Context: an optimization exercise on an open-source flow, tuned for small area. The choices shown serve that exercise and are no tape-out recipe. In this exercise RTL edits were held to simulation tests only and were not proved equivalent to the original.

==> module pulse_sequencer, before the edit <==
module pulse_sequencer
(
   input  logic          clk_pll,
   input  logic          resetn,
   input  logic          avail,
   input  logic [3:0]    rd_oh,
   input  pulse_pkg::pulse_timing_t mem0,
   input  pulse_pkg::pulse_timing_t mem1,
   input  pulse_pkg::pulse_timing_t mem2,
   input  pulse_pkg::pulse_timing_t mem3,
   output logic          pop,
   input  logic          pump,
   output pulse_pkg::pulse_out_t    pulse
);
   function automatic logic lt32(input logic [31:0] a, input logic [31:0] b,
                                 input logic le);
      logic l;
      l = le;
      for (int i = 0; i < 32; i++)
         l = (~a[i] & b[i]) | (~a[i] & l) | (b[i] & l);
      lt32 = l;
   endfunction
   pulse_pkg::pulse_timing_t cur;
   logic          armed;
   logic [31:0]   counter;
   logic          at_zero;
   logic          frame_end;
   logic          restart;
   logic [31:0]   att3_end;
   logic [31:0]   offres_end;
   logic [31:0]   rec_begin;
   logic          offres_win;
   logic          lt_p1_q, lt_ad_q;
   logic          lt_p1, le_p1, lt_p2, lt_su, gt_ad, lt_ad, lt_a3, gt_od, lt_oe, lt_rb;
   pulse_pkg::pulse_out_t    pulse_nxt;
   assign frame_end = armed && (counter == cur.period);
   assign restart   = !armed || frame_end;
   assign pop       = avail && restart;
   assign att3_end   = cur.sync_up - 32'(30);
   assign offres_end = cur.offres_delay + cur.p1width;
   assign rec_begin  = cur.sync_up + cur.delay;
   assign lt_su = lt32(counter, cur.sync_up, 1'b0);
   assign lt_p1 = lt32(counter, cur.p1width, 1'b0);
   assign le_p1 = (at_zero || lt_p1_q) && !(&cur.p1width);
   assign lt_p2 = lt32(counter, cur.p2start, 1'b0);
   assign gt_ad = !at_zero && !lt_ad_q;
   assign lt_ad = lt32(counter, cur.att_down, 1'b0);
   assign lt_a3 = lt32(counter, att3_end, 1'b0);
   assign gt_od = lt32(cur.offres_delay, counter, 1'b0);
   assign lt_oe = lt32(counter, offres_end, 1'b0);
   assign lt_rb = lt32(counter, rec_begin, 1'b0);
   assign offres_win = cur.double_pulse && gt_od && lt_oe;
   always_comb begin
      pulse_nxt = '0;
      if (armed) begin
         pulse_nxt.sync_on = lt_su;
         if (lt_p1)      pulse_nxt.pulse_on = pump;
         else if (lt_p2) pulse_nxt.pulse_on = 1'b0;
         else if (lt_su) pulse_nxt.pulse_on = 1'b1;
         else            pulse_nxt.pulse_on = offres_win && !cur.pump_on;
         pulse_nxt.att1 = (le_p1 || gt_ad) ? cur.pp_pump : cur.pp_probe;
         pulse_nxt.att3 = (lt_a3 || gt_ad) ? cur.post_att : 7'd0;
         pulse_nxt.record_start = !lt_rb && lt_ad;
         pulse_nxt.frame_start  = at_zero;
      end
   end
   always_ff @(posedge clk_pll) begin
      if (resetn) begin
         armed   <= 1'b0;
         counter <= '0;
         at_zero <= 1'b1;
         lt_p1_q <= 1'b0;
         lt_ad_q <= 1'b0;
         pulse   <= '0;
      end else begin
         pulse <= pulse_nxt;
         lt_p1_q <= lt_p1;
         lt_ad_q <= lt_ad;
         if (pop) armed <= 1'b1;
         at_zero <= restart;
         if (restart) counter <= '0;
         else         counter <= counter + 32'd1;
      end
   end
   logic [3:0] take;
   assign take = rd_oh & {4{pop}};
   always_ff @(posedge clk_pll) begin
      cur <= (mem0 & {$bits(cur){take[0]}}) | (mem1 & {$bits(cur){take[1]}}) |
             (mem2 & {$bits(cur){take[2]}}) | (mem3 & {$bits(cur){take[3]}}) |
             (cur  & {$bits(cur){!pop}});
   end
endmodule
==> flow/config.mk <==
export PLATFORM = sky130hd
export DESIGN_NAME = pulse_timing_top
export DESIGN_NICKNAME = pulse_timing_top
export VERILOG_FILES = /design/flow/design.v
export SDC_FILE = /design/flow/constraint.sdc
export NUM_CORES = 4
export LEC_CHECK = 0
export CAP_MARGIN = 20
export CORE_MARGIN = 2
export CORE_UTILIZATION = 40
export CTS_CLUSTER_DIAMETER = 100
export CTS_CLUSTER_SIZE = 30
export SLEW_MARGIN = 20
==> flow/constraint.sdc <==
create_clock -name core_clock -period 6.0 [get_ports {clk_pll}]
set_input_delay 1.2000 -clock core_clock [delete_from_list [all_inputs] [get_ports {clk_pll}]]
set_output_delay 1.2000 -clock core_clock [all_outputs]
set_load 0.01 [all_outputs]
run.sh (not shown) runs the stock make flow with config.mk's settings and CLKGATE_MAP_FILE= SYNTH_SCRIPT=/design/flow/synth_recipe.tcl, a recipe that flattens the netlist after the stock synthesis.
Next try:
--- a/flow/design.v
+++ b/flow/design.v
@@ -133,68 +133,93 @@
       logic l;
       l = le;
       for (int i = 0; i < 32; i++)
          l = (~a[i] & b[i]) | (~a[i] & l) | (b[i] & l);
       lt32 = l;
    endfunction
+   function automatic logic eq_sum(input logic [31:0] x, input logic [31:0] a,
+                                   input logic [31:0] b);
+      logic [31:0] t;
+      logic ok;
+      t  = a ^ b ^ x;
+      ok = !t[0];
+      for (int i = 1; i < 32; i++)
+         ok = ok & (t[i] == ((a[i-1] & b[i-1]) | (t[i-1] & (a[i-1] ^ b[i-1]))));
+      eq_sum = ok;
+   endfunction
+   function automatic logic carry32(input logic [31:0] a, input logic [31:0] b);
+      logic k;
+      k = 1'b0;
+      for (int i = 0; i < 32; i++)
+         k = (a[i] & b[i]) | (a[i] & k) | (b[i] & k);
+      carry32 = k;
+   endfunction
+   localparam logic [31:0] A3_OFS = 32'd0 - 32'(30);
    pulse_pkg::pulse_timing_t cur;
    logic          armed;
    logic [31:0]   counter;
    logic          at_zero;
    logic          frame_end;
    logic          restart;
-   logic [31:0]   att3_end;
-   logic [31:0]   offres_end;
-   logic [31:0]   rec_begin;
    logic          offres_win;
-   logic          lt_p1_q, lt_ad_q;
-   logic          lt_p1, le_p1, lt_p2, lt_su, gt_ad, lt_ad, lt_a3, gt_od, lt_oe, lt_rb;
+   logic          lt_p1_q, lt_ad_q, lt_a3_q, ge_rb_q, gt_od_q, win_q;
+   logic          lt_p1, le_p1, lt_p2, lt_su, gt_ad, lt_ad, lt_a3, gt_od, ge_rb;
+   logic          win_open;
    pulse_pkg::pulse_out_t    pulse_nxt;
    assign frame_end = armed && (counter == cur.period);
    assign restart   = !armed || frame_end;
    assign pop       = avail && restart;
-   assign att3_end   = cur.sync_up - 32'(30);
-   assign offres_end = cur.offres_delay + cur.p1width;
-   assign rec_begin  = cur.sync_up + cur.delay;
    assign lt_su = lt32(counter, cur.sync_up, 1'b0);
    assign lt_p1 = lt32(counter, cur.p1width, 1'b0);
    assign le_p1 = (at_zero || lt_p1_q) && !(&cur.p1width);
    assign lt_p2 = lt32(counter, cur.p2start, 1'b0);
    assign gt_ad = !at_zero && !lt_ad_q;
    assign lt_ad = lt32(counter, cur.att_down, 1'b0);
-   assign lt_a3 = lt32(counter, att3_end, 1'b0);
    assign gt_od = lt32(cur.offres_delay, counter, 1'b0);
-   assign lt_oe = lt32(counter, offres_end, 1'b0);
-   assign lt_rb = lt32(counter, rec_begin, 1'b0);
-   assign offres_win = cur.double_pulse && gt_od && lt_oe;
+   assign lt_a3 = at_zero ? (cur.sync_up != 32'(30))
+                          : (lt_a3_q && !eq_sum(counter, cur.sync_up, A3_OFS));
+   assign ge_rb = at_zero ? eq_sum(32'd0, cur.sync_up, cur.delay)
+                          : (ge_rb_q || eq_sum(counter, cur.sync_up, cur.delay));
+   assign win_open = cur.double_pulse && (cur.p1width[31:1] != '0) &&
+                     !carry32(cur.offres_delay, cur.p1width);
+   assign offres_win = gt_od && (gt_od_q ? (win_q && !eq_sum(counter, cur.offres_delay, cur.p1width))
+                                         : win_open);
    always_comb begin
       pulse_nxt = '0;
       if (armed) begin
          pulse_nxt.sync_on = lt_su;
          if (lt_p1)      pulse_nxt.pulse_on = pump;
          else if (lt_p2) pulse_nxt.pulse_on = 1'b0;
          else if (lt_su) pulse_nxt.pulse_on = 1'b1;
          else            pulse_nxt.pulse_on = offres_win && !cur.pump_on;
          pulse_nxt.att1 = (le_p1 || gt_ad) ? cur.pp_pump : cur.pp_probe;
          pulse_nxt.att3 = (lt_a3 || gt_ad) ? cur.post_att : 7'd0;
-         pulse_nxt.record_start = !lt_rb && lt_ad;
+         pulse_nxt.record_start = ge_rb && lt_ad;
          pulse_nxt.frame_start  = at_zero;
       end
    end
    always_ff @(posedge clk_pll) begin
       if (resetn) begin
          armed   <= 1'b0;
          counter <= '0;
          at_zero <= 1'b1;
          lt_p1_q <= 1'b0;
          lt_ad_q <= 1'b0;
+         lt_a3_q <= 1'b0;
+         ge_rb_q <= 1'b0;
+         gt_od_q <= 1'b0;
+         win_q   <= 1'b0;
          pulse   <= '0;
       end else begin
          pulse <= pulse_nxt;
          lt_p1_q <= lt_p1;
          lt_ad_q <= lt_ad;
+         lt_a3_q <= lt_a3;
+         ge_rb_q <= ge_rb;
+         gt_od_q <= gt_od;
+         win_q   <= offres_win;
          if (pop) armed <= 1'b1;
          at_zero <= restart;
          if (restart) counter <= '0;
          else         counter <= counter + 32'd1;
       end
    end
Register-to-register slack improved by 0.60 ns.
Non-clock buffer count goes down by 16.
Maximum frequency goes up by 13%.
Die area goes down by 0.58%.
Global-route usage goes up by 1.4 points.
Clock-buffer cell count goes up by 1.

[afterwards: timing with drivers on the ports]
No port has a modelled driver above. Below, the same layouts with a new extraction and two added sets of constraints. Step 1, drivers: a clkbuf_16 drives clk_pll and a buf_2 each remaining input, both assumed. Step 2 moves the port delays by t, midway between the first and last clock arrival at a register: inputs arrive t later, outputs are due t later. That takes back most of the time a late clock gives input paths. a / b / c = ideal ports / drivers / drivers and shift; a / b = the first two.
run	t (ns)	setup WS [ns]	worst setup path after step 2	latest minus earliest clock arrival (ns)
the first run	0.764	0.953 / 0.953 / 0.953	register to register	0.065 / 0.065
the second run	0.807	1.552 / 1.552 / 1.552	register to register	0.063 / 0.064
After both steps setup and hold are still met in every run listed.
